This is an optimization exercise on Yosys and OpenROAD, whose aim is small area and a short achievable clock period, not a production implementation.
No run shown here included a check of the RTL's function; only the layout flow was run.

==> flow/design.v, too long to show whole: its modules and the start of the top module <==
// module gardner_ted: 965 lines
// module loop_filter_pi: 311 lines
// module symbol_nco: 32 lines
// module timing_recovery_top: 39 lines
module timing_recovery_top (
  input  logic               clk,
  input  logic               reset_n,
  input  logic [31:0]        sample_i,     
  output logic [31:0]        sym_o,        
  output logic               sym_valid_o,
  output logic [18:0]        err_o,        
  output logic signed [11:0] ctrl_o
);
  // ...
==> flow/flow/run.sh <==
#!/bin/bash
# The standard layout (the standard.sh, unchanged synthesis and steps) with
# two make settings: the timing repair steps aim for 6.6 ns of setup slack
# (SETUP_SLACK_MARGIN=6.6), and every input and output port still gets its own
# buffer, but a buf_1 rather than the default delay buffer (BUFFER_PORTS_ARGS);
# the repair steps resize the ones on critical paths. The make output goes to
# standard_flow.log; each ORFS step also keeps its own log under orfs/logs.
set -euo pipefail
bash standard.sh SETUP_SLACK_MARGIN=6.6 "BUFFER_PORTS_ARGS=-buffer_cell sky130_fd_sc_hd__buf_1" finish > standard_flow.log 2>&1
==> flow/standard.sh <==
#!/bin/bash
# synth_recipe.tcl (not shown) runs the flow's synth.tcl, then flattens the netlist and writes it again
# the make line also repeats each setting of config.mk as NAME=value (left out here)
make -C /OpenROAD-flow-scripts/flow DESIGN_CONFIG=/design/flow/config.mk WORK_HOME=/design/flow/orfs CLKGATE_MAP_FILE= SYNTH_SCRIPT=/design/flow/synth_recipe.tcl "${@:-finish}"
==> flow/config.mk <==
export PLATFORM = sky130hd
export DESIGN_NAME = timing_recovery_top
export DESIGN_NICKNAME = timing_recovery_top
export VERILOG_FILES = /design/flow/design.v
export SDC_FILE = /design/flow/constraint.sdc
export NUM_CORES = 4
export LEC_CHECK = 0
export CAP_MARGIN = 20
export CORE_MARGIN = 2
export CORE_UTILIZATION = 40
export CTS_CLUSTER_DIAMETER = 100
export CTS_CLUSTER_SIZE = 25
export SLEW_MARGIN = 20
==> flow/constraint.sdc <==
create_clock -name core_clock -period 12.0 [get_ports {clk}]
set_input_delay 2.4000 -clock core_clock [delete_from_list [all_inputs] [get_ports {clk}]]
set_output_delay 2.4000 -clock core_clock [all_outputs]
set_load 0.01 [all_outputs]
==> results.json, run 1 <==
{
  "status": "timing/DRC/antenna clean",
  "ant_nets": 0,
  "slew_headroom": 0.393,
  "whs_ps": 325,
  "final_util": 0.469,
  "synthMuxAreaShare": 0.0291,
  "routed.top_layer": "met4",
  "grt_util_met2": 0.353,
  "start_util": 0.405,
  "synthArstFlopShare": 0,
  "largest_reg_flops": 320,
  "syn_nets": 3023,
  "die_w_um": 262,
  "drt-initial-drc-count": 1619,
  "reg2reg_slack_ps": 6350,
  "synth.distinct_cells": 104,
  "synthAdderAreaFrac": 0.135,
  "antenna_found_initial": 0,
  "grt_max_degree": 39,
  "multi_input_area_share": 0.576,
  "synth-simple-area-share": 0.0933,
  "synth_xor_area_frac": 0.171,
  "whs_endpoint": "u_ted.dline[3][17]",
  "clockRootBuffer": "clkbuf_16",
  "multi_input_area_um2": 17800,
  "crit_buf_inv": 3,
  "wire_per_inst_um": 20.3,
  "layout.nonclk_buf_frac": 0.0525,
  "end_kind": "primary output",
  "setup_slack_ps": 6250,
  "critPathRequiredTime_ps": 9600,
  "netlist.area_leader.share": 0.306,
  "cts_hold_buf": 0,
  "cts_setup_buffers": 53,
  "synth_area_leader_cell": "dfxtp_1",
  "nClkBuffers": 29,
  "dr_wl_met2_um": 35900,
  "busiest_layer": "met2",
  "gp_congestion": 0.919
}
==> inputs of run 2 (changes only) <==
--- a/flow/design.v
+++ b/flow/design.v
@@ -279,168 +279,168 @@
   assign hpr231 = stb & ~hp_q[18];
   assign hpr232 = stb & ~hp_q[19];
   assign hpr233 = stb & ~hp_q[20];
   assign t236 = hpr213 ^ stb;
   assign s234 = t236 ^ neg_i[0];
   assign c235 = (hpr213 & stb) | (neg_i[0] & t236);
   assign t239 = neg_q[0] ^ pp_i0_1;
   assign s237 = t239 ^ pp_q0_107;
-  assign c238 = t239 ? pp_q0_107 : neg_q[0];
+  assign c238 = (neg_q[0] & pp_i0_1) | (pp_q0_107 & t239);
   assign t242 = hpr214 ^ pp_i0_2;
   assign s240 = t242 ^ pp_q0_108;
-  assign c241 = t242 ? pp_q0_108 : hpr214;
+  assign c241 = (hpr214 & pp_i0_2) | (pp_q0_108 & t242);
   assign s243 = c235 ^ c238;
   assign c244 = c235 & c238;
   assign t247 = hpr215 ^ neg_i[1];
   assign s245 = t247 ^ neg_q[1];
   assign c246 = (hpr215 & neg_i[1]) | (neg_q[1] & t247);
   assign t250 = pp_i0_3 ^ pp_i1_18;
   assign s248 = t250 ^ pp_q0_109;
-  assign c249 = t250 ? pp_q0_109 : pp_i0_3;
+  assign c249 = (pp_i0_3 & pp_i1_18) | (pp_q0_109 & t250);
   assign t253 = pp_q1_124 ^ s245;
   assign s251 = t253 ^ c241;
-  assign c252 = t253 ? c241 : pp_q1_124;
+  assign c252 = (pp_q1_124 & s245) | (c241 & t253);
   assign s254 = s248 ^ c244;
   assign c255 = s248 & c244;
   assign t258 = hpr216 ^ pp_i0_4;
   assign s256 = t258 ^ pp_i1_19;
-  assign c257 = t258 ? pp_i1_19 : hpr216;
+  assign c257 = (hpr216 & pp_i0_4) | (pp_i1_19 & t258);
   assign t261 = pp_q0_110 ^ pp_q1_125;
   assign s259 = t261 ^ c246;
-  assign c260 = t261 ? c246 : pp_q0_110;
+  assign c260 = (pp_q0_110 & pp_q1_125) | (c246 & t261);
   assign t264 = c249 ^ s256;
   assign s262 = t264 ^ s259;
   assign c263 = t264 ? s259 : c249;
   assign s265 = c255 ^ c252;
   assign c266 = c255 & c252;
   assign t269 = hpr217 ^ neg_i[2];
   assign s267 = t269 ^ neg_q[2];
   assign c268 = (hpr217 & neg_i[2]) | (neg_q[2] & t269);
   assign t272 = pp_i0_5 ^ pp_i1_20;
   assign s270 = t272 ^ pp_i2_35;
-  assign c271 = t272 ? pp_i2_35 : pp_i0_5;
+  assign c271 = (pp_i0_5 & pp_i1_20) | (pp_i2_35 & t272);
   assign t275 = pp_q0_111 ^ pp_q1_126;
   assign s273 = t275 ^ pp_q2_141;
-  assign c274 = t275 ? pp_q2_141 : pp_q0_111;
+  assign c274 = (pp_q0_111 & pp_q1_126) | (pp_q2_141 & t275);
   assign t278 = s267 ^ c257;
   assign s276 = t278 ^ s270;
   assign c277 = t278 ? s270 : s267;
   assign t281 = s273 ^ c260;
   assign s279 = t281 ^ s276;
   assign c280 = t281 ? s276 : s273;
   assign s282 = c266 ^ c263;
   assign c283 = c266 & c263;
   assign t286 = hpr218 ^ pp_i0_6;
   assign s284 = t286 ^ pp_i1_21;
-  assign c285 = t286 ? pp_i1_21 : hpr218;
+  assign c285 = (hpr218 & pp_i0_6) | (pp_i1_21 & t286);
   assign t289 = pp_i2_36 ^ pp_q0_112;
   assign s287 = t289 ^ pp_q1_127;
-  assign c288 = t289 ? pp_q1_127 : pp_i2_36;
+  assign c288 = (pp_i2_36 & pp_q0_112) | (pp_q1_127 & t289);
   assign t292 = pp_q2_142 ^ c268;
   assign s290 = t292 ^ c271;
-  assign c291 = t292 ? c271 : pp_q2_142;
+  assign c291 = (pp_q2_142 & c268) | (c271 & t292);
   assign t295 = c274 ^ s284;
   assign s293 = t295 ^ s287;
   assign c294 = t295 ? s287 : c274;
   assign t298 = c277 ^ s290;
   assign s296 = t298 ^ s293;
   assign c297 = t298 ? s293 : c277;
   assign s299 = c283 ^ c280;
   assign c300 = c283 & c280;
   assign t303 = hpr219 ^ neg_i[3];
   assign s301 = t303 ^ neg_q[3];
   assign c302 = (hpr219 & neg_i[3]) | (neg_q[3] & t303);
   assign t306 = pp_i0_7 ^ pp_i1_22;
   assign s304 = t306 ^ pp_i2_37;
-  assign c305 = t306 ? pp_i2_37 : pp_i0_7;
+  assign c305 = (pp_i0_7 & pp_i1_22) | (pp_i2_37 & t306);
   assign t309 = pp_i3_52 ^ pp_q0_113;
   assign s307 = t309 ^ pp_q1_128;
-  assign c308 = t309 ? pp_q1_128 : pp_i3_52;
+  assign c308 = (pp_i3_52 & pp_q0_113) | (pp_q1_128 & t309);
   assign t312 = pp_q2_143 ^ pp_q3_158;
   assign s310 = t312 ^ s301;
-  assign c311 = t312 ? s301 : pp_q2_143;
+  assign c311 = (pp_q2_143 & pp_q3_158) | (s301 & t312);
   assign t315 = c285 ^ c288;
   assign s313 = t315 ^ s304;
   assign c314 = t315 ? s304 : c285;
   assign t318 = s307 ^ s310;
   assign s316 = t318 ^ c291;
   assign c317 = t318 ? c291 : s307;
   assign t321 = c294 ^ s313;
   assign s319 = t321 ^ s316;
   assign c320 = t321 ? s316 : c294;
   assign s322 = c297 ^ c300;
   assign c323 = c297 & c300;
   assign t326 = hpr220 ^ pp_i0_8;
   assign s324 = t326 ^ pp_i1_23;
-  assign c325 = t326 ? pp_i1_23 : hpr220;
+  assign c325 = (hpr220 & pp_i0_8) | (pp_i1_23 & t326);
   assign t329 = pp_i2_38 ^ pp_i3_53;
   assign s327 = t329 ^ pp_q0_114;
-  assign c328 = t329 ? pp_q0_114 : pp_i2_38;
+  assign c328 = (pp_i2_38 & pp_i3_53) | (pp_q0_114 & t329);
   assign t332 = pp_q1_129 ^ pp_q2_144;
   assign s330 = t332 ^ pp_q3_159;
-  assign c331 = t332 ? pp_q3_159 : pp_q1_129;
+  assign c331 = (pp_q1_129 & pp_q2_144) | (pp_q3_159 & t332);
   assign t335 = c302 ^ c305;
   assign s333 = t335 ^ c308;
-  assign c334 = t335 ? c308 : c302;
+  assign c334 = (c302 & c305) | (c308 & t335);
   assign t338 = s324 ^ s327;
   assign s336 = t338 ^ s330;
   assign c337 = t338 ? s330 : s324;
   assign t341 = c311 ^ c314;
   assign s339 = t341 ^ s333;
   assign c340 = t341 ? s333 : c311;
   assign t344 = s336 ^ c317;
   assign s342 = t344 ^ s339;
   assign c343 = t344 ? s339 : s336;
   assign s345 = c320 ^ c323;
   assign c346 = c320 & c323;
   assign t349 = hpr221 ^ neg_i[4];
   assign s347 = t349 ^ neg_q[4];
   assign c348 = (hpr221 & neg_i[4]) | (neg_q[4] & t349);
   assign t352 = pp_i0_9 ^ pp_i1_24;
   assign s350 = t352 ^ pp_i2_39;
-  assign c351 = t352 ? pp_i2_39 : pp_i0_9;
+  assign c351 = (pp_i0_9 & pp_i1_24) | (pp_i2_39 & t352);
   assign t355 = pp_i3_54 ^ pp_i4_67;
   assign s353 = t355 ^ pp_q0_115;
-  assign c354 = t355 ? pp_q0_115 : pp_i3_54;
+  assign c354 = (pp_i3_54 & pp_i4_67) | (pp_q0_115 & t355);
   assign t358 = pp_q1_130 ^ pp_q2_145;
   assign s356 = t358 ^ pp_q3_160;
-  assign c357 = t358 ? pp_q3_160 : pp_q1_130;
+  assign c357 = (pp_q1_130 & pp_q2_145) | (pp_q3_160 & t358);
   assign t361 = pp_q4_173 ^ s347;
   assign s359 = t361 ^ c325;
-  assign c360 = t361 ? c325 : pp_q4_173;
+  assign c360 = (pp_q4_173 & s347) | (c325 & t361);
   assign t364 = c328 ^ c331;
   assign s362 = t364 ^ s350;
   assign c363 = t364 ? s350 : c328;
   assign t367 = s353 ^ s356;
   assign s365 = t367 ^ c334;
   assign c366 = t367 ? c334 : s353;
   assign t370 = c337 ^ s359;
   assign s368 = t370 ^ s362;
   assign c369 = t370 ? s362 : c337;
   assign t373 = c340 ^ s365;
   assign s371 = t373 ^ s368;
   assign c372 = t373 ? s368 : c340;
   assign s374 = c343 ^ c346;
   assign c375 = c343 & c346;
   assign t378 = hpr222 ^ pp_i0_10;
   assign s376 = t378 ^ pp_i1_25;
-  assign c377 = t378 ? pp_i1_25 : hpr222;
+  assign c377 = (hpr222 & pp_i0_10) | (pp_i1_25 & t378);
   assign t381 = pp_i2_40 ^ pp_i3_55;
   assign s379 = t381 ^ pp_i4_68;
-  assign c380 = t381 ? pp_i4_68 : pp_i2_40;
+  assign c380 = (pp_i2_40 & pp_i3_55) | (pp_i4_68 & t381);
   assign t384 = pp_q0_116 ^ pp_q1_131;
   assign s382 = t384 ^ pp_q2_146;
-  assign c383 = t384 ? pp_q2_146 : pp_q0_116;
+  assign c383 = (pp_q0_116 & pp_q1_131) | (pp_q2_146 & t384);
   assign t387 = pp_q3_161 ^ pp_q4_174;
   assign s385 = t387 ^ c348;
-  assign c386 = t387 ? c348 : pp_q3_161;
+  assign c386 = (pp_q3_161 & pp_q4_174) | (c348 & t387);
   assign t390 = c351 ^ c354;
   assign s388 = t390 ^ c357;
-  assign c389 = t390 ? c357 : c351;
+  assign c389 = (c351 & c354) | (c357 & t390);
   assign t393 = s376 ^ s379;
   assign s391 = t393 ^ s382;
   assign c392 = t393 ? s382 : s376;
   assign t396 = s385 ^ c360;
   assign s394 = t396 ^ c363;
   assign c395 = t396 ? c363 : s385;
   assign t399 = s388 ^ s391;
   assign s397 = t399 ^ c366;
@@ -450,29 +450,29 @@
   assign c401 = t402 ? s397 : c369;
   assign s403 = c372 ^ c375;
   assign c404 = c372 & c375;
   assign t407 = hpr223 ^ neg_i[5];
   assign s405 = t407 ^ neg_q[5];
   assign c406 = (hpr223 & neg_i[5]) | (neg_q[5] & t407);
   assign t410 = pp_i0_11 ^ pp_i1_26;
   assign s408 = t410 ^ pp_i2_41;
-  assign c409 = t410 ? pp_i2_41 : pp_i0_11;
+  assign c409 = (pp_i0_11 & pp_i1_26) | (pp_i2_41 & t410);
   assign t413 = pp_i3_56 ^ pp_i4_69;
   assign s411 = t413 ^ pp_i5_80;
-  assign c412 = t413 ? pp_i5_80 : pp_i3_56;
+  assign c412 = (pp_i3_56 & pp_i4_69) | (pp_i5_80 & t413);
   assign t416 = pp_q0_117 ^ pp_q1_132;
   assign s414 = t416 ^ pp_q2_147;
-  assign c415 = t416 ? pp_q2_147 : pp_q0_117;
+  assign c415 = (pp_q0_117 & pp_q1_132) | (pp_q2_147 & t416);
   assign t419 = pp_q3_162 ^ pp_q4_175;
   assign s417 = t419 ^ pp_q5_186;
-  assign c418 = t419 ? pp_q5_186 : pp_q3_162;
+  assign c418 = (pp_q3_162 & pp_q4_175) | (pp_q5_186 & t419);
   assign t422 = s405 ^ c377;
   assign s420 = t422 ^ c380;
-  assign c421 = t422 ? c380 : s405;
+  assign c421 = (s405 & c377) | (c380 & t422);
   assign t425 = c383 ^ s408;
   assign s423 = t425 ^ s411;
   assign c424 = t425 ? s411 : c383;
   assign t428 = s414 ^ s417;
   assign s426 = t428 ^ c386;
   assign c427 = t428 ? c386 : s414;
   assign t431 = c389 ^ c392;
   assign s429 = t431 ^ s420;
@@ -482,32 +482,32 @@
   assign c433 = t434 ? c395 : s423;
   assign t437 = s429 ^ c398;
   assign s435 = t437 ^ s432;
   assign c436 = t437 ? s432 : s429;
   assign s438 = c401 ^ c404;
   assign c439 = c401 & c404;
   assign t442 = hpr224 ^ pp_i0_12;
   assign s440 = t442 ^ pp_i1_27;
-  assign c441 = t442 ? pp_i1_27 : hpr224;
+  assign c441 = (hpr224 & pp_i0_12) | (pp_i1_27 & t442);
   assign t445 = pp_i2_42 ^ pp_i3_57;
   assign s443 = t445 ^ pp_i4_70;
-  assign c444 = t445 ? pp_i4_70 : pp_i2_42;
+  assign c444 = (pp_i2_42 & pp_i3_57) | (pp_i4_70 & t445);
   assign t448 = pp_i5_81 ^ pp_q0_118;
   assign s446 = t448 ^ pp_q1_133;
-  assign c447 = t448 ? pp_q1_133 : pp_i5_81;
+  assign c447 = (pp_i5_81 & pp_q0_118) | (pp_q1_133 & t448);
   assign t451 = pp_q2_148 ^ pp_q3_163;
   assign s449 = t451 ^ pp_q4_176;
-  assign c450 = t451 ? pp_q4_176 : pp_q2_148;
+  assign c450 = (pp_q2_148 & pp_q3_163) | (pp_q4_176 & t451);
   assign t454 = pp_q5_187 ^ c406;
   assign s452 = t454 ^ c409;
-  assign c453 = t454 ? c409 : pp_q5_187;
+  assign c453 = (pp_q5_187 & c406) | (c409 & t454);
   assign t457 = c412 ^ c415;
   assign s455 = t457 ^ c418;
-  assign c456 = t457 ? c418 : c412;
+  assign c456 = (c412 & c415) | (c418 & t457);
   assign t460 = s440 ^ s443;
   assign s458 = t460 ^ s446;
   assign c459 = t460 ? s446 : s440;
   assign t463 = s449 ^ c421;
   assign s461 = t463 ^ c424;
   assign c462 = t463 ? c424 : s449;
   assign t466 = s452 ^ s455;
   assign s464 = t466 ^ c427;
@@ -520,32 +520,32 @@
   assign c471 = t472 ? s467 : s464;
   assign s473 = c436 ^ s470;
   assign c474 = c436 & s470;
   assign t477 = hpr225 ^ neg_i[6];
   assign s475 = t477 ^ neg_q[6];
   assign c476 = (hpr225 & neg_i[6]) | (neg_q[6] & t477);
   assign t480 = pp_i0_13 ^ pp_i1_28;
   assign s478 = t480 ^ pp_i2_43;
-  assign c479 = t480 ? pp_i2_43 : pp_i0_13;
+  assign c479 = (pp_i0_13 & pp_i1_28) | (pp_i2_43 & t480);
   assign t483 = pp_i3_58 ^ pp_i4_71;
   assign s481 = t483 ^ pp_i5_82;
-  assign c482 = t483 ? pp_i5_82 : pp_i3_58;
+  assign c482 = (pp_i3_58 & pp_i4_71) | (pp_i5_82 & t483);
   assign t486 = pp_i6_91 ^ pp_q0_119;
   assign s484 = t486 ^ pp_q1_134;
-  assign c485 = t486 ? pp_q1_134 : pp_i6_91;
+  assign c485 = (pp_i6_91 & pp_q0_119) | (pp_q1_134 & t486);
   assign t489 = pp_q2_149 ^ pp_q3_164;
   assign s487 = t489 ^ pp_q4_177;
-  assign c488 = t489 ? pp_q4_177 : pp_q2_149;
+  assign c488 = (pp_q2_149 & pp_q3_164) | (pp_q4_177 & t489);
   assign t492 = pp_q5_188 ^ pp_q6_197;
   assign s490 = t492 ^ s475;
-  assign c491 = t492 ? s475 : pp_q5_188;
+  assign c491 = (pp_q5_188 & pp_q6_197) | (s475 & t492);
   assign t495 = c441 ^ c444;
   assign s493 = t495 ^ c447;
-  assign c494 = t495 ? c447 : c441;
+  assign c494 = (c441 & c444) | (c447 & t495);
   assign t498 = c450 ^ s478;
   assign s496 = t498 ^ s481;
   assign c497 = t498 ? s481 : c450;
   assign t501 = s484 ^ s487;
   assign s499 = t501 ^ s490;
   assign c500 = t501 ? s490 : s484;
   assign t504 = c453 ^ c456;
   assign s502 = t504 ^ c459;
@@ -558,32 +558,32 @@
   assign c509 = t510 ? s502 : c462;
   assign t513 = s505 ^ c468;
   assign s511 = t513 ^ s508;
   assign c512 = t513 ? s508 : s505;
   assign s514 = c471 ^ s511;
   assign c515 = c471 & s511;
   assign t518 = hpr226 ^ pp_i0_14;
   assign s516 = t518 ^ pp_i1_29;
-  assign c517 = t518 ? pp_i1_29 : hpr226;
+  assign c517 = (hpr226 & pp_i0_14) | (pp_i1_29 & t518);
   assign t521 = pp_i2_44 ^ pp_i3_59;
   assign s519 = t521 ^ pp_i4_72;
-  assign c520 = t521 ? pp_i4_72 : pp_i2_44;
+  assign c520 = (pp_i2_44 & pp_i3_59) | (pp_i4_72 & t521);
   assign t524 = pp_i5_83 ^ pp_i6_92;
   assign s522 = t524 ^ pp_q0_120;
-  assign c523 = t524 ? pp_q0_120 : pp_i5_83;
+  assign c523 = (pp_i5_83 & pp_i6_92) | (pp_q0_120 & t524);
   assign t527 = pp_q1_135 ^ pp_q2_150;
   assign s525 = t527 ^ pp_q3_165;
-  assign c526 = t527 ? pp_q3_165 : pp_q1_135;
+  assign c526 = (pp_q1_135 & pp_q2_150) | (pp_q3_165 & t527);
   assign t530 = pp_q4_178 ^ pp_q5_189;
   assign s528 = t530 ^ pp_q6_198;
-  assign c529 = t530 ? pp_q6_198 : pp_q4_178;
+  assign c529 = (pp_q4_178 & pp_q5_189) | (pp_q6_198 & t530);
   assign t533 = c476 ^ c479;
   assign s531 = t533 ^ c482;
-  assign c532 = t533 ? c482 : c476;
+  assign c532 = (c476 & c479) | (c482 & t533);
   assign t536 = c485 ^ c488;
   assign s534 = t536 ^ s516;
   assign c535 = t536 ? s516 : c485;
   assign t539 = s519 ^ s522;
   assign s537 = t539 ^ s525;
   assign c538 = t539 ? s525 : s519;
   assign t542 = s528 ^ c491;
   assign s540 = t542 ^ c494;
@@ -602,35 +602,35 @@
   assign c553 = t554 ? s549 : c509;
   assign s555 = c512 ^ c515;
   assign c556 = c512 & c515;
   assign t559 = hpr227 ^ neg_i[7];
   assign s557 = t559 ^ neg_q[7];
   assign c558 = (hpr227 & neg_i[7]) | (neg_q[7] & t559);
   assign t562 = pp_i0_15 ^ pp_i1_30;
   assign s560 = t562 ^ pp_i2_45;
-  assign c561 = t562 ? pp_i2_45 : pp_i0_15;
+  assign c561 = (pp_i0_15 & pp_i1_30) | (pp_i2_45 & t562);
   assign t565 = pp_i3_60 ^ pp_i4_73;
   assign s563 = t565 ^ pp_i5_84;
-  assign c564 = t565 ? pp_i5_84 : pp_i3_60;
+  assign c564 = (pp_i3_60 & pp_i4_73) | (pp_i5_84 & t565);
   assign t568 = pp_i6_93 ^ pp_i7_100;
   assign s566 = t568 ^ pp_q0_121;
-  assign c567 = t568 ? pp_q0_121 : pp_i6_93;
+  assign c567 = (pp_i6_93 & pp_i7_100) | (pp_q0_121 & t568);
   assign t571 = pp_q1_136 ^ pp_q2_151;
   assign s569 = t571 ^ pp_q3_166;
-  assign c570 = t571 ? pp_q3_166 : pp_q1_136;
+  assign c570 = (pp_q1_136 & pp_q2_151) | (pp_q3_166 & t571);
   assign t574 = pp_q4_179 ^ pp_q5_190;
   assign s572 = t574 ^ pp_q6_199;
-  assign c573 = t574 ? pp_q6_199 : pp_q4_179;
+  assign c573 = (pp_q4_179 & pp_q5_190) | (pp_q6_199 & t574);
   assign t577 = pp_q7_206 ^ s557;
   assign s575 = t577 ^ c517;
-  assign c576 = t577 ? c517 : pp_q7_206;
+  assign c576 = (pp_q7_206 & s557) | (c517 & t577);
   assign t580 = c520 ^ c523;
   assign s578 = t580 ^ c526;
-  assign c579 = t580 ? c526 : c520;
+  assign c579 = (c520 & c523) | (c526 & t580);
   assign t583 = c529 ^ s560;
   assign s581 = t583 ^ s563;
   assign c582 = t583 ? s563 : c529;
   assign t586 = s566 ^ s569;
   assign s584 = t586 ^ s572;
   assign c585 = t586 ? s572 : s566;
   assign t589 = c532 ^ c535;
   assign s587 = t589 ^ c538;
@@ -646,35 +646,35 @@
   assign c597 = t598 ? c547 : s587;
   assign t601 = s593 ^ c550;
   assign s599 = t601 ^ s596;
   assign c600 = t601 ? s596 : s593;
   assign s602 = c553 ^ s599;
   assign c603 = c553 & s599;
   assign t606 = hpr228 ^ pp_i0_16;
   assign s604 = t606 ^ pp_i1_31;
-  assign c605 = t606 ? pp_i1_31 : hpr228;
+  assign c605 = (hpr228 & pp_i0_16) | (pp_i1_31 & t606);
   assign t609 = pp_i2_46 ^ pp_i3_61;
   assign s607 = t609 ^ pp_i4_74;
-  assign c608 = t609 ? pp_i4_74 : pp_i2_46;
+  assign c608 = (pp_i2_46 & pp_i3_61) | (pp_i4_74 & t609);
   assign t612 = pp_i5_85 ^ pp_i6_94;
   assign s610 = t612 ^ pp_i7_101;
-  assign c611 = t612 ? pp_i7_101 : pp_i5_85;
+  assign c611 = (pp_i5_85 & pp_i6_94) | (pp_i7_101 & t612);
   assign t615 = pp_q0_122 ^ pp_q1_137;
   assign s613 = t615 ^ pp_q2_152;
-  assign c614 = t615 ? pp_q2_152 : pp_q0_122;
+  assign c614 = (pp_q0_122 & pp_q1_137) | (pp_q2_152 & t615);
   assign t618 = pp_q3_167 ^ pp_q4_180;
   assign s616 = t618 ^ pp_q5_191;
-  assign c617 = t618 ? pp_q5_191 : pp_q3_167;
+  assign c617 = (pp_q3_167 & pp_q4_180) | (pp_q5_191 & t618);
   assign t621 = pp_q6_200 ^ pp_q7_207;
   assign s619 = t621 ^ c558;
-  assign c620 = t621 ? c558 : pp_q6_200;
+  assign c620 = (pp_q6_200 & pp_q7_207) | (c558 & t621);
   assign t624 = c561 ^ c564;
   assign s622 = t624 ^ c567;
-  assign c623 = t624 ? c567 : c561;
+  assign c623 = (c561 & c564) | (c567 & t624);
   assign t627 = c570 ^ c573;
   assign s625 = t627 ^ s604;
   assign c626 = t627 ? s604 : c570;
   assign t630 = s607 ^ s610;
   assign s628 = t630 ^ s613;
   assign c629 = t630 ? s613 : s607;
   assign t633 = s616 ^ s619;
   assign s631 = t633 ^ c576;
@@ -693,35 +693,35 @@
   assign c644 = t645 ? c594 : s634;
   assign t648 = s640 ^ c597;
   assign s646 = t648 ^ s643;
   assign c647 = t648 ? s643 : s640;
   assign s649 = c600 ^ s646;
   assign c650 = c600 & s646;
   assign t653 = hpr229 ^ pp_i0_17;
   assign s651 = t653 ^ pp_i1_32;
-  assign c652 = t653 ? pp_i1_32 : hpr229;
+  assign c652 = (hpr229 & pp_i0_17) | (pp_i1_32 & t653);
   assign t656 = pp_i2_47 ^ pp_i3_62;
   assign s654 = t656 ^ pp_i4_75;
-  assign c655 = t656 ? pp_i4_75 : pp_i2_47;
+  assign c655 = (pp_i2_47 & pp_i3_62) | (pp_i4_75 & t656);
   assign t659 = pp_i5_86 ^ pp_i6_95;
   assign s657 = t659 ^ pp_i7_102;
-  assign c658 = t659 ? pp_i7_102 : pp_i5_86;
+  assign c658 = (pp_i5_86 & pp_i6_95) | (pp_i7_102 & t659);
   assign t662 = pp_q0_123 ^ pp_q1_138;
   assign s660 = t662 ^ pp_q2_153;
-  assign c661 = t662 ? pp_q2_153 : pp_q0_123;
+  assign c661 = (pp_q0_123 & pp_q1_138) | (pp_q2_153 & t662);
   assign t665 = pp_q3_168 ^ pp_q4_181;
   assign s663 = t665 ^ pp_q5_192;
-  assign c664 = t665 ? pp_q5_192 : pp_q3_168;
+  assign c664 = (pp_q3_168 & pp_q4_181) | (pp_q5_192 & t665);
   assign t668 = pp_q6_201 ^ pp_q7_208;
   assign s666 = t668 ^ c605;
-  assign c667 = t668 ? c605 : pp_q6_201;
+  assign c667 = (pp_q6_201 & pp_q7_208) | (c605 & t668);
   assign t671 = c608 ^ c611;
   assign s669 = t671 ^ c614;
-  assign c670 = t671 ? c614 : c608;
+  assign c670 = (c608 & c611) | (c614 & t671);
   assign t674 = c617 ^ s651;
   assign s672 = t674 ^ s654;
   assign c673 = t674 ? s654 : c617;
   assign t677 = s657 ^ s660;
   assign s675 = t677 ^ s663;
   assign c676 = t677 ? s663 : s657;
   assign t680 = c620 ^ c623;
   assign s678 = t680 ^ c626;
@@ -742,32 +742,32 @@
   assign s693 = t695 ^ s690;
   assign c694 = t695 ? s690 : s687;
   assign s696 = c647 ^ s693;
   assign c697 = c647 & s693;
   assign s698 = ~(hpr230 ^ pp_i1_33);
   assign c699 = hpr230 | pp_i1_33;
   assign t702 = pp_i2_48 ^ pp_i3_63;
   assign s700 = t702 ^ pp_i4_76;
-  assign c701 = t702 ? pp_i4_76 : pp_i2_48;
+  assign c701 = (pp_i2_48 & pp_i3_63) | (pp_i4_76 & t702);
   assign t705 = pp_i5_87 ^ pp_i6_96;
   assign s703 = t705 ^ pp_i7_103;
-  assign c704 = t705 ? pp_i7_103 : pp_i5_87;
+  assign c704 = (pp_i5_87 & pp_i6_96) | (pp_i7_103 & t705);
   assign t708 = pp_q1_139 ^ pp_q2_154;
   assign s706 = t708 ^ pp_q3_169;
-  assign c707 = t708 ? pp_q3_169 : pp_q1_139;
+  assign c707 = (pp_q1_139 & pp_q2_154) | (pp_q3_169 & t708);
   assign t711 = pp_q4_182 ^ pp_q5_193;
   assign s709 = t711 ^ pp_q6_202;
-  assign c710 = t711 ? pp_q6_202 : pp_q4_182;
+  assign c710 = (pp_q4_182 & pp_q5_193) | (pp_q6_202 & t711);
   assign t714 = pp_q7_209 ^ c652;
   assign s712 = t714 ^ c655;
-  assign c713 = t714 ? c655 : pp_q7_209;
+  assign c713 = (pp_q7_209 & c652) | (c655 & t714);
   assign t717 = c658 ^ c661;
   assign s715 = t717 ^ c664;
-  assign c716 = t717 ? c664 : c658;
+  assign c716 = (c658 & c661) | (c664 & t717);
   assign t720 = s698 ^ s700;
   assign s718 = t720 ^ s703;
   assign c719 = t720 ? s703 : s698;
   assign t723 = s706 ^ s709;
   assign s721 = t723 ^ c667;
   assign c722 = t723 ? c667 : s706;
   assign t726 = c670 ^ c673;
   assign s724 = t726 ^ c676;
@@ -786,32 +786,32 @@
   assign c737 = t738 ? s733 : c688;
   assign t741 = c691 ^ s736;
   assign s739 = t741 ^ c694;
   assign c740 = t741 ? c694 : c691;
   assign s742 = ~(hpr231 ^ pp_i1_34);
   assign c743 = hpr231 | pp_i1_34;
   assign t746 = pp_i2_49 ^ pp_i3_64;
   assign s744 = t746 ^ pp_i4_77;
-  assign c745 = t746 ? pp_i4_77 : pp_i2_49;
+  assign c745 = (pp_i2_49 & pp_i3_64) | (pp_i4_77 & t746);
   assign t749 = pp_i5_88 ^ pp_i6_97;
   assign s747 = t749 ^ pp_i7_104;
-  assign c748 = t749 ? pp_i7_104 : pp_i5_88;
+  assign c748 = (pp_i5_88 & pp_i6_97) | (pp_i7_104 & t749);
   assign t752 = pp_q1_140 ^ pp_q2_155;
   assign s750 = t752 ^ pp_q3_170;
-  assign c751 = t752 ? pp_q3_170 : pp_q1_140;
+  assign c751 = (pp_q1_140 & pp_q2_155) | (pp_q3_170 & t752);
   assign t755 = pp_q4_183 ^ pp_q5_194;
   assign s753 = t755 ^ pp_q6_203;
-  assign c754 = t755 ? pp_q6_203 : pp_q4_183;
+  assign c754 = (pp_q4_183 & pp_q5_194) | (pp_q6_203 & t755);
   assign t758 = pp_q7_210 ^ c699;
   assign s756 = t758 ^ c701;
-  assign c757 = t758 ? c701 : pp_q7_210;
+  assign c757 = (pp_q7_210 & c699) | (c701 & t758);
   assign t761 = c704 ^ c707;
   assign s759 = t761 ^ c710;
-  assign c760 = t761 ? c710 : c704;
+  assign c760 = (c704 & c707) | (c710 & t761);
   assign t764 = s742 ^ s744;
   assign s762 = t764 ^ s747;
   assign c763 = t764 ? s747 : s742;
   assign t767 = s750 ^ s753;
   assign s765 = t767 ^ c713;
   assign c766 = t767 ? c713 : s750;
   assign t770 = c716 ^ c719;
   assign s768 = t770 ^ s756;
@@ -827,32 +827,32 @@
   assign c778 = t779 ? s771 : s768;
   assign t782 = s774 ^ c734;
   assign s780 = t782 ^ s777;
   assign c781 = t782 ? s777 : s774;
   assign s783 = c737 ^ s780;
   assign c784 = c737 & s780;
   assign t787 = hpr232 ^ pp_i2_50;
   assign s785 = t787 ^ pp_i3_65;
-  assign c786 = t787 ? pp_i3_65 : hpr232;
+  assign c786 = (hpr232 & pp_i2_50) | (pp_i3_65 & t787);
   assign t790 = pp_i4_78 ^ pp_i5_89;
   assign s788 = t790 ^ pp_i6_98;
-  assign c789 = t790 ? pp_i6_98 : pp_i4_78;
+  assign c789 = (pp_i4_78 & pp_i5_89) | (pp_i6_98 & t790);
   assign t793 = pp_i7_105 ^ pp_q2_156;
   assign s791 = t793 ^ pp_q3_171;
-  assign c792 = t793 ? pp_q3_171 : pp_i7_105;
+  assign c792 = (pp_i7_105 & pp_q2_156) | (pp_q3_171 & t793);
   assign t796 = pp_q4_184 ^ pp_q5_195;
   assign s794 = t796 ^ pp_q6_204;
-  assign c795 = t796 ? pp_q6_204 : pp_q4_184;
+  assign c795 = (pp_q4_184 & pp_q5_195) | (pp_q6_204 & t796);
   assign t799 = pp_q7_211 ^ c743;
   assign s797 = t799 ^ c745;
-  assign c798 = t799 ? c745 : pp_q7_211;
+  assign c798 = (pp_q7_211 & c743) | (c745 & t799);
   assign t802 = c748 ^ c751;
   assign s800 = t802 ^ c754;
-  assign c801 = t802 ? c754 : c748;
+  assign c801 = (c748 & c751) | (c754 & t802);
   assign t805 = s785 ^ s788;
   assign s803 = t805 ^ s791;
   assign c804 = t805 ? s791 : s785;
   assign t808 = s794 ^ c757;
   assign s806 = t808 ^ c760;
   assign c807 = t808 ? c760 : s794;
   assign t811 = c763 ^ s797;
   assign s809 = t811 ^ s800;
@@ -906,17 +906,236 @@
   assign x858 = t_q[36] ^ t_q[37] ^ t_q[38];
   assign x859 = t_q[39] ^ t_q[40] ^ t_q[41];
   assign x860 = c856 ^ x857 ^ x858;
   assign x861 = x859 ^ x860;
   logic [8:0] lo_sum;
   assign lo_sum = {1'b0, {s342, s319, s296, s279, s262, s251, s240, s234}} + {1'b0, {s345, s322, s299, s282, s265, s254, s243, s237}};
   logic [20:0] err_full;
   logic        vld_q;
-  assign err_full = {x861, c854, c852, c850, c848, c846, c844, c842, c840, c838, c836, c834, t_q[10], t_q[7], t_q[6], t_q[5], t_q[4], t_q[3], t_q[2], t_q[1], t_q[0]} + {1'b0, s855, s853, s851, s849, s847, s845, s843, s841, s839, s837, s835, s833, 1'b0, 1'b0, 1'b0, 1'b0, 1'b0, 1'b0, 1'b0, 1'b0};
+  logic [20:0] err_full_g0, err_full_p0, err_full_x;
+  assign err_full_g0 = ({x861, c854, c852, c850, c848, c846, c844, c842, c840, c838, c836, c834, t_q[10], t_q[7], t_q[6], t_q[5], t_q[4], t_q[3], t_q[2], t_q[1], t_q[0]}) & ({1'b0, s855, s853, s851, s849, s847, s845, s843, s841, s839, s837, s835, s833, 1'b0, 1'b0, 1'b0, 1'b0, 1'b0, 1'b0, 1'b0, 1'b0});
+  assign err_full_x  = ({x861, c854, c852, c850, c848, c846, c844, c842, c840, c838, c836, c834, t_q[10], t_q[7], t_q[6], t_q[5], t_q[4], t_q[3], t_q[2], t_q[1], t_q[0]}) ^ ({1'b0, s855, s853, s851, s849, s847, s845, s843, s841, s839, s837, s835, s833, 1'b0, 1'b0, 1'b0, 1'b0, 1'b0, 1'b0, 1'b0, 1'b0});
+  assign err_full_p0 = err_full_x;
+  logic [20:0] err_full_g1, err_full_p1;
+  assign err_full_g1[0] = err_full_g0[0];
+  assign err_full_p1[0] = err_full_p0[0];
+  assign err_full_g1[1] = err_full_g0[1] | (err_full_p0[1] & err_full_g0[0]);
+  assign err_full_p1[1] = err_full_p0[1] & err_full_p0[0];
+  assign err_full_g1[2] = err_full_g0[2] | (err_full_p0[2] & err_full_g0[1]);
+  assign err_full_p1[2] = err_full_p0[2] & err_full_p0[1];
+  assign err_full_g1[3] = err_full_g0[3] | (err_full_p0[3] & err_full_g0[2]);
+  assign err_full_p1[3] = err_full_p0[3] & err_full_p0[2];
+  assign err_full_g1[4] = err_full_g0[4] | (err_full_p0[4] & err_full_g0[3]);
+  assign err_full_p1[4] = err_full_p0[4] & err_full_p0[3];
+  assign err_full_g1[5] = err_full_g0[5] | (err_full_p0[5] & err_full_g0[4]);
+  assign err_full_p1[5] = err_full_p0[5] & err_full_p0[4];
+  assign err_full_g1[6] = err_full_g0[6] | (err_full_p0[6] & err_full_g0[5]);
+  assign err_full_p1[6] = err_full_p0[6] & err_full_p0[5];
+  assign err_full_g1[7] = err_full_g0[7] | (err_full_p0[7] & err_full_g0[6]);
+  assign err_full_p1[7] = err_full_p0[7] & err_full_p0[6];
+  assign err_full_g1[8] = err_full_g0[8] | (err_full_p0[8] & err_full_g0[7]);
+  assign err_full_p1[8] = err_full_p0[8] & err_full_p0[7];
+  assign err_full_g1[9] = err_full_g0[9] | (err_full_p0[9] & err_full_g0[8]);
+  assign err_full_p1[9] = err_full_p0[9] & err_full_p0[8];
+  assign err_full_g1[10] = err_full_g0[10] | (err_full_p0[10] & err_full_g0[9]);
+  assign err_full_p1[10] = err_full_p0[10] & err_full_p0[9];
+  assign err_full_g1[11] = err_full_g0[11] | (err_full_p0[11] & err_full_g0[10]);
+  assign err_full_p1[11] = err_full_p0[11] & err_full_p0[10];
+  assign err_full_g1[12] = err_full_g0[12] | (err_full_p0[12] & err_full_g0[11]);
+  assign err_full_p1[12] = err_full_p0[12] & err_full_p0[11];
+  assign err_full_g1[13] = err_full_g0[13] | (err_full_p0[13] & err_full_g0[12]);
+  assign err_full_p1[13] = err_full_p0[13] & err_full_p0[12];
+  assign err_full_g1[14] = err_full_g0[14] | (err_full_p0[14] & err_full_g0[13]);
+  assign err_full_p1[14] = err_full_p0[14] & err_full_p0[13];
+  assign err_full_g1[15] = err_full_g0[15] | (err_full_p0[15] & err_full_g0[14]);
+  assign err_full_p1[15] = err_full_p0[15] & err_full_p0[14];
+  assign err_full_g1[16] = err_full_g0[16] | (err_full_p0[16] & err_full_g0[15]);
+  assign err_full_p1[16] = err_full_p0[16] & err_full_p0[15];
+  assign err_full_g1[17] = err_full_g0[17] | (err_full_p0[17] & err_full_g0[16]);
+  assign err_full_p1[17] = err_full_p0[17] & err_full_p0[16];
+  assign err_full_g1[18] = err_full_g0[18] | (err_full_p0[18] & err_full_g0[17]);
+  assign err_full_p1[18] = err_full_p0[18] & err_full_p0[17];
+  assign err_full_g1[19] = err_full_g0[19] | (err_full_p0[19] & err_full_g0[18]);
+  assign err_full_p1[19] = err_full_p0[19] & err_full_p0[18];
+  assign err_full_g1[20] = err_full_g0[20] | (err_full_p0[20] & err_full_g0[19]);
+  assign err_full_p1[20] = err_full_p0[20] & err_full_p0[19];
+  logic [20:0] err_full_g2, err_full_p2;
+  assign err_full_g2[0] = err_full_g1[0];
+  assign err_full_p2[0] = err_full_p1[0];
+  assign err_full_g2[1] = err_full_g1[1];
+  assign err_full_p2[1] = err_full_p1[1];
+  assign err_full_g2[2] = err_full_g1[2] | (err_full_p1[2] & err_full_g1[0]);
+  assign err_full_p2[2] = err_full_p1[2] & err_full_p1[0];
+  assign err_full_g2[3] = err_full_g1[3] | (err_full_p1[3] & err_full_g1[1]);
+  assign err_full_p2[3] = err_full_p1[3] & err_full_p1[1];
+  assign err_full_g2[4] = err_full_g1[4] | (err_full_p1[4] & err_full_g1[2]);
+  assign err_full_p2[4] = err_full_p1[4] & err_full_p1[2];
+  assign err_full_g2[5] = err_full_g1[5] | (err_full_p1[5] & err_full_g1[3]);
+  assign err_full_p2[5] = err_full_p1[5] & err_full_p1[3];
+  assign err_full_g2[6] = err_full_g1[6] | (err_full_p1[6] & err_full_g1[4]);
+  assign err_full_p2[6] = err_full_p1[6] & err_full_p1[4];
+  assign err_full_g2[7] = err_full_g1[7] | (err_full_p1[7] & err_full_g1[5]);
+  assign err_full_p2[7] = err_full_p1[7] & err_full_p1[5];
+  assign err_full_g2[8] = err_full_g1[8] | (err_full_p1[8] & err_full_g1[6]);
+  assign err_full_p2[8] = err_full_p1[8] & err_full_p1[6];
+  assign err_full_g2[9] = err_full_g1[9] | (err_full_p1[9] & err_full_g1[7]);
+  assign err_full_p2[9] = err_full_p1[9] & err_full_p1[7];
+  assign err_full_g2[10] = err_full_g1[10] | (err_full_p1[10] & err_full_g1[8]);
+  assign err_full_p2[10] = err_full_p1[10] & err_full_p1[8];
+  assign err_full_g2[11] = err_full_g1[11] | (err_full_p1[11] & err_full_g1[9]);
+  assign err_full_p2[11] = err_full_p1[11] & err_full_p1[9];
+  assign err_full_g2[12] = err_full_g1[12] | (err_full_p1[12] & err_full_g1[10]);
+  assign err_full_p2[12] = err_full_p1[12] & err_full_p1[10];
+  assign err_full_g2[13] = err_full_g1[13] | (err_full_p1[13] & err_full_g1[11]);
+  assign err_full_p2[13] = err_full_p1[13] & err_full_p1[11];
+  assign err_full_g2[14] = err_full_g1[14] | (err_full_p1[14] & err_full_g1[12]);
+  assign err_full_p2[14] = err_full_p1[14] & err_full_p1[12];
+  assign err_full_g2[15] = err_full_g1[15] | (err_full_p1[15] & err_full_g1[13]);
+  assign err_full_p2[15] = err_full_p1[15] & err_full_p1[13];
+  assign err_full_g2[16] = err_full_g1[16] | (err_full_p1[16] & err_full_g1[14]);
+  assign err_full_p2[16] = err_full_p1[16] & err_full_p1[14];
+  assign err_full_g2[17] = err_full_g1[17] | (err_full_p1[17] & err_full_g1[15]);
+  assign err_full_p2[17] = err_full_p1[17] & err_full_p1[15];
+  assign err_full_g2[18] = err_full_g1[18] | (err_full_p1[18] & err_full_g1[16]);
+  assign err_full_p2[18] = err_full_p1[18] & err_full_p1[16];
+  assign err_full_g2[19] = err_full_g1[19] | (err_full_p1[19] & err_full_g1[17]);
+  assign err_full_p2[19] = err_full_p1[19] & err_full_p1[17];
+  assign err_full_g2[20] = err_full_g1[20] | (err_full_p1[20] & err_full_g1[18]);
+  assign err_full_p2[20] = err_full_p1[20] & err_full_p1[18];
+  logic [20:0] err_full_g3, err_full_p3;
+  assign err_full_g3[0] = err_full_g2[0];
+  assign err_full_p3[0] = err_full_p2[0];
+  assign err_full_g3[1] = err_full_g2[1];
+  assign err_full_p3[1] = err_full_p2[1];
+  assign err_full_g3[2] = err_full_g2[2];
+  assign err_full_p3[2] = err_full_p2[2];
+  assign err_full_g3[3] = err_full_g2[3];
+  assign err_full_p3[3] = err_full_p2[3];
+  assign err_full_g3[4] = err_full_g2[4] | (err_full_p2[4] & err_full_g2[0]);
+  assign err_full_p3[4] = err_full_p2[4] & err_full_p2[0];
+  assign err_full_g3[5] = err_full_g2[5] | (err_full_p2[5] & err_full_g2[1]);
+  assign err_full_p3[5] = err_full_p2[5] & err_full_p2[1];
+  assign err_full_g3[6] = err_full_g2[6] | (err_full_p2[6] & err_full_g2[2]);
+  assign err_full_p3[6] = err_full_p2[6] & err_full_p2[2];
+  assign err_full_g3[7] = err_full_g2[7] | (err_full_p2[7] & err_full_g2[3]);
+  assign err_full_p3[7] = err_full_p2[7] & err_full_p2[3];
+  assign err_full_g3[8] = err_full_g2[8] | (err_full_p2[8] & err_full_g2[4]);
+  assign err_full_p3[8] = err_full_p2[8] & err_full_p2[4];
+  assign err_full_g3[9] = err_full_g2[9] | (err_full_p2[9] & err_full_g2[5]);
+  assign err_full_p3[9] = err_full_p2[9] & err_full_p2[5];
+  assign err_full_g3[10] = err_full_g2[10] | (err_full_p2[10] & err_full_g2[6]);
+  assign err_full_p3[10] = err_full_p2[10] & err_full_p2[6];
+  assign err_full_g3[11] = err_full_g2[11] | (err_full_p2[11] & err_full_g2[7]);
+  assign err_full_p3[11] = err_full_p2[11] & err_full_p2[7];
+  assign err_full_g3[12] = err_full_g2[12] | (err_full_p2[12] & err_full_g2[8]);
+  assign err_full_p3[12] = err_full_p2[12] & err_full_p2[8];
+  assign err_full_g3[13] = err_full_g2[13] | (err_full_p2[13] & err_full_g2[9]);
+  assign err_full_p3[13] = err_full_p2[13] & err_full_p2[9];
+  assign err_full_g3[14] = err_full_g2[14] | (err_full_p2[14] & err_full_g2[10]);
+  assign err_full_p3[14] = err_full_p2[14] & err_full_p2[10];
+  assign err_full_g3[15] = err_full_g2[15] | (err_full_p2[15] & err_full_g2[11]);
+  assign err_full_p3[15] = err_full_p2[15] & err_full_p2[11];
+  assign err_full_g3[16] = err_full_g2[16] | (err_full_p2[16] & err_full_g2[12]);
+  assign err_full_p3[16] = err_full_p2[16] & err_full_p2[12];
+  assign err_full_g3[17] = err_full_g2[17] | (err_full_p2[17] & err_full_g2[13]);
+  assign err_full_p3[17] = err_full_p2[17] & err_full_p2[13];
+  assign err_full_g3[18] = err_full_g2[18] | (err_full_p2[18] & err_full_g2[14]);
+  assign err_full_p3[18] = err_full_p2[18] & err_full_p2[14];
+  assign err_full_g3[19] = err_full_g2[19] | (err_full_p2[19] & err_full_g2[15]);
+  assign err_full_p3[19] = err_full_p2[19] & err_full_p2[15];
+  assign err_full_g3[20] = err_full_g2[20] | (err_full_p2[20] & err_full_g2[16]);
+  assign err_full_p3[20] = err_full_p2[20] & err_full_p2[16];
+  logic [20:0] err_full_g4, err_full_p4;
+  assign err_full_g4[0] = err_full_g3[0];
+  assign err_full_p4[0] = err_full_p3[0];
+  assign err_full_g4[1] = err_full_g3[1];
+  assign err_full_p4[1] = err_full_p3[1];
+  assign err_full_g4[2] = err_full_g3[2];
+  assign err_full_p4[2] = err_full_p3[2];
+  assign err_full_g4[3] = err_full_g3[3];
+  assign err_full_p4[3] = err_full_p3[3];
+  assign err_full_g4[4] = err_full_g3[4];
+  assign err_full_p4[4] = err_full_p3[4];
+  assign err_full_g4[5] = err_full_g3[5];
+  assign err_full_p4[5] = err_full_p3[5];
+  assign err_full_g4[6] = err_full_g3[6];
+  assign err_full_p4[6] = err_full_p3[6];
+  assign err_full_g4[7] = err_full_g3[7];
+  assign err_full_p4[7] = err_full_p3[7];
+  assign err_full_g4[8] = err_full_g3[8] | (err_full_p3[8] & err_full_g3[0]);
+  assign err_full_p4[8] = err_full_p3[8] & err_full_p3[0];
+  assign err_full_g4[9] = err_full_g3[9] | (err_full_p3[9] & err_full_g3[1]);
+  assign err_full_p4[9] = err_full_p3[9] & err_full_p3[1];
+  assign err_full_g4[10] = err_full_g3[10] | (err_full_p3[10] & err_full_g3[2]);
+  assign err_full_p4[10] = err_full_p3[10] & err_full_p3[2];
+  assign err_full_g4[11] = err_full_g3[11] | (err_full_p3[11] & err_full_g3[3]);
+  assign err_full_p4[11] = err_full_p3[11] & err_full_p3[3];
+  assign err_full_g4[12] = err_full_g3[12] | (err_full_p3[12] & err_full_g3[4]);
+  assign err_full_p4[12] = err_full_p3[12] & err_full_p3[4];
+  assign err_full_g4[13] = err_full_g3[13] | (err_full_p3[13] & err_full_g3[5]);
+  assign err_full_p4[13] = err_full_p3[13] & err_full_p3[5];
+  assign err_full_g4[14] = err_full_g3[14] | (err_full_p3[14] & err_full_g3[6]);
+  assign err_full_p4[14] = err_full_p3[14] & err_full_p3[6];
+  assign err_full_g4[15] = err_full_g3[15] | (err_full_p3[15] & err_full_g3[7]);
+  assign err_full_p4[15] = err_full_p3[15] & err_full_p3[7];
+  assign err_full_g4[16] = err_full_g3[16] | (err_full_p3[16] & err_full_g3[8]);
+  assign err_full_p4[16] = err_full_p3[16] & err_full_p3[8];
+  assign err_full_g4[17] = err_full_g3[17] | (err_full_p3[17] & err_full_g3[9]);
+  assign err_full_p4[17] = err_full_p3[17] & err_full_p3[9];
+  assign err_full_g4[18] = err_full_g3[18] | (err_full_p3[18] & err_full_g3[10]);
+  assign err_full_p4[18] = err_full_p3[18] & err_full_p3[10];
+  assign err_full_g4[19] = err_full_g3[19] | (err_full_p3[19] & err_full_g3[11]);
+  assign err_full_p4[19] = err_full_p3[19] & err_full_p3[11];
+  assign err_full_g4[20] = err_full_g3[20] | (err_full_p3[20] & err_full_g3[12]);
+  assign err_full_p4[20] = err_full_p3[20] & err_full_p3[12];
+  logic [20:0] err_full_g5, err_full_p5;
+  assign err_full_g5[0] = err_full_g4[0];
+  assign err_full_p5[0] = err_full_p4[0];
+  assign err_full_g5[1] = err_full_g4[1];
+  assign err_full_p5[1] = err_full_p4[1];
+  assign err_full_g5[2] = err_full_g4[2];
+  assign err_full_p5[2] = err_full_p4[2];
+  assign err_full_g5[3] = err_full_g4[3];
+  assign err_full_p5[3] = err_full_p4[3];
+  assign err_full_g5[4] = err_full_g4[4];
+  assign err_full_p5[4] = err_full_p4[4];
+  assign err_full_g5[5] = err_full_g4[5];
+  assign err_full_p5[5] = err_full_p4[5];
+  assign err_full_g5[6] = err_full_g4[6];
+  assign err_full_p5[6] = err_full_p4[6];
+  assign err_full_g5[7] = err_full_g4[7];
+  assign err_full_p5[7] = err_full_p4[7];
+  assign err_full_g5[8] = err_full_g4[8];
+  assign err_full_p5[8] = err_full_p4[8];
+  assign err_full_g5[9] = err_full_g4[9];
+  assign err_full_p5[9] = err_full_p4[9];
+  assign err_full_g5[10] = err_full_g4[10];
+  assign err_full_p5[10] = err_full_p4[10];
+  assign err_full_g5[11] = err_full_g4[11];
+  assign err_full_p5[11] = err_full_p4[11];
+  assign err_full_g5[12] = err_full_g4[12];
+  assign err_full_p5[12] = err_full_p4[12];
+  assign err_full_g5[13] = err_full_g4[13];
+  assign err_full_p5[13] = err_full_p4[13];
+  assign err_full_g5[14] = err_full_g4[14];
+  assign err_full_p5[14] = err_full_p4[14];
+  assign err_full_g5[15] = err_full_g4[15];
+  assign err_full_p5[15] = err_full_p4[15];
+  assign err_full_g5[16] = err_full_g4[16] | (err_full_p4[16] & err_full_g4[0]);
+  assign err_full_p5[16] = err_full_p4[16] & err_full_p4[0];
+  assign err_full_g5[17] = err_full_g4[17] | (err_full_p4[17] & err_full_g4[1]);
+  assign err_full_p5[17] = err_full_p4[17] & err_full_p4[1];
+  assign err_full_g5[18] = err_full_g4[18] | (err_full_p4[18] & err_full_g4[2]);
+  assign err_full_p5[18] = err_full_p4[18] & err_full_p4[2];
+  assign err_full_g5[19] = err_full_g4[19] | (err_full_p4[19] & err_full_g4[3]);
+  assign err_full_p5[19] = err_full_p4[19] & err_full_p4[3];
+  assign err_full_g5[20] = err_full_g4[20] | (err_full_p4[20] & err_full_g4[4]);
+  assign err_full_p5[20] = err_full_p4[20] & err_full_p4[4];
+  assign err_full = err_full_x ^ {err_full_g5[19:0], 1'b0};
   always_ff @(posedge clk) begin
     t_q[0] <= lo_sum[0];
     t_q[1] <= lo_sum[1];
     t_q[2] <= lo_sum[2];
     t_q[3] <= lo_sum[3];
     t_q[4] <= lo_sum[4];
     t_q[5] <= lo_sum[5];
     t_q[6] <= lo_sum[6];
==> run 2 against run 1 <==
Compared with the run above:
- still clean
- utilization shrank 1.4 points
- count of clock-buffer cells in the layout shrank 3
- synthesized cell count shrank 19%
- final cell count shrank 17%
- fmax grew 3.6%
- sequential cell count is the same
- synthesized area shrank 10%
- highest routed layer unchanged
==> results.json, run 2 <==
{
  "finalHoldViolations": 0,
  "track_usage": 0.199,
  "reg2reg_slack_ps": 6540,
  "firstDrtPassIters": 6,
  "cts_inserted_buffers": 25,
  "hpwl_um": 45300,
  "syn_area_um2": 23900,
  "ys_seq_elements": 429,
  "syn_nets": 2579,
  "gr-total-overflow": 0,
  "grt_pass1_wl_um": 98200,
  "skew_ps": 51.6,
  "antenna_found_initial": 0,
  "synth_area_leader_cell": "dfxtp_1",
  "syn_to_final_growth_pct": 12.4,
  "num_rows": 89,
  "synthArstFlopShare": 0,
  "hold_path.class": "register to register",
  "gp_congestion": 0.920,
  "critical_path.startpoint_type": "register",
  "ant_nets": 0,
  "io_pins": 98,
  "yosysSeqAreaShare": 0.368,
  "cts.sinks": 429,
  "wire_per_inst_um": 19.7,
  "min_path_cells": 0,
  "clk_latency_ps": 580,
  "cp_max_fo": 4,
  "synth.distinct_cells": 85,
  "drive_gt1_frac": 0.124,
  "synth-edff-count": 21,
  "clkTransAtPathRegs_ps": 100,
  "finalSetupViolCount": 0,
  "num_vias": 16900,
  "wirelength_um": 62400,
  "design.die.area_um2": 61700,
  "cts-htree-levels": 1,
  "core_area_um2": 59000,
  "drt-initial-drc-count": 1369,
  "path_class": "register to primary output",
  "end_kind": "primary output",
  "cts_tree": "done",
  "largestRegisters": "u_ted.dline (320), u_ted.t_q (42), u_ted.hp_q (21)",
  "ys_warn_count": 4,
  "die_w_um": 248,
  "die_height_um": 248,
  "synthTopCellsByCount": "dfxtp_1, xnor2_1, xor2_1",
  "drc": 0,
  "final_util": 0.455,
  "max_slew.worst_pin.slew_ps": 938,
  "grt_pass1_vias": 17300,
  "worstPathArrival_ps": 3150,
  "slew_headroom": 0.372,
  "final_common_cell": "dfxtp_1",
  "port_buffers": 97,
  "status": "timing/DRC/antenna clean",
  "regMostFlops": "u_ted.dline",
  "synthFlopType": "dfxtp_1",
  "clockRootBuffer": "clkbuf_16",
  "tns_ps": 0,
  "largest_reg_flops": 320,
  "synth.area.top_cells": "dfxtp_1, fa_1, xnor2_1",
  "slew_violations": 0,
  "start_util": 0.405,
  "rsz0062_at_grt": "yes",
  "yosysMostFrequentCell": "dfxtp_1",
  "critPathRequiredTime_ps": 9600,
  "fin_crit_ps": 5550,
  "syn_inst": 2290,
  "max-cap-violations": 0,
  "avgSynthCellArea_um2": 10.4,
  "diodes": 0,
  "nNetsFinal": 2665,
  "viasPerCell": 5.34,
  "clock_path_buffers": 3,
  "timing.fmax_mhz": 180,
  "reg2regPathDepth": 22,
  "grt_max_degree": 57,
  "netlist.area_leader.share": 0.342,
  "layout_common_cells": "dfxtp_1, xnor2_1, xor2_1",
  "period_share": 0.463
}
## run 2: changes by cell type in the layout (fill, tap and decap cells not counted), moves of 46 or more
cell and delta:
nand2_1 -123, xnor2_1 -118, xor2_1 +97, fa_1 +89
a22oi_1 +64, a221oi_1 -60, maj3_1 -46
## run 2: layout make-up
class	instances	area (µm²)
fill	5571	32200
multi-input combinational	1616	14700
sequential	429	8800
timing repair buffer	186	1160
tap	773	967
clock buffer	26	629
inverter	118	462
clock inverter	12	155
## run 2: through the flow
step                      setup WS [ps]  cell area (µm²)  hold WS (ps)  std cells
after detailed placement           5440            25100           312       3075
after floorplan                    6560            24100           310       2290
after CTS                          6370            26400           315       3139
final                              6450            26900           312       3160
after global placement             5490            25100           311       3075
after global routing               6310            26900           325       3160
## run 2: kinds of logic after synthesis
family                   count (synthesis)  synth area share
XOR/XNOR                               438             0.163
multiplexers                            55            0.0237
AND/OR/NAND/NOR                        315            0.0652
adder cells (fa/ha/maj)                316             0.198
AO/OA/AOI/OAI                          492             0.140
buffers and inverters                  245            0.0424
flip-flops                             429             0.368
## run 2: what timing repair did
action                     4_1_cts  5_1_grt
hold buffers                     0        0
pin swaps                       13       32
buffers inserted                26       21
setup endpoints to repair       52       33
resized for setup               84       85
## run 2: critical path, cell delays in order, from the launching register on
cell and delay, ps:
dfxtp_2 340, ha_4 240, ha_4 170, fa_2 370
a211o_4 380, a21bo_4 250, a21oi_4 170, xor2_4 230
clkinvlp_4 160, buf_6 160, buf_6 120
## run 2: final timing paths
check / from / end
max: u_ted.t_q[8] / err_o[14]
min: u_ted.dline[2][17] / u_ted.dline[3][17]
min reg2reg: u_ted.dline[2][17] / u_ted.dline[3][17]
max reg2reg: u_ted.t_q[8] / u_lf.ctrl_q[6]
## run 2: layer usage
metal  wire, µm  GRT usage
met4       2010     0.0636
met2      29000      0.331
met1      27200      0.262
met5          0          0
met3       4160     0.0331

==> re-timing with driven ports <==
The flow's constraints put no driver on any port. The routed layouts listed below were extracted and timed again, unchanged, in two steps. Step 1, drivers: a clkbuf_16 drives clk and a buf_2 each remaining input, both assumed. Step 2 moves the port delays by t, midway between the first and last clock arrival at a register: inputs arrive t later, outputs are due t later. That takes back most of the time a late clock gives input paths. Three values: no drivers, after step 1, after step 2; two values: the first two.
| run | t, ns | slack for setup (ns) | hold WS [ns] | latest minus earliest clock arrival (ns) |
|---|---|---|---|---|
| run 1 | 0.667 | 6.246 / 6.184 / 6.030 | 0.325 / 0.325 / 0.325 | 0.028 / 0.028 |
| run 2 | 0.624 | 6.446 / 6.382 / 6.118 | 0.312 / 0.312 / 0.312 | 0.053 / 0.054 |
After both steps every run listed still meets setup and hold. The setup slack of run 2, which loses most, moves by -0.064 ns with the drivers and by -0.328 ns with both steps.
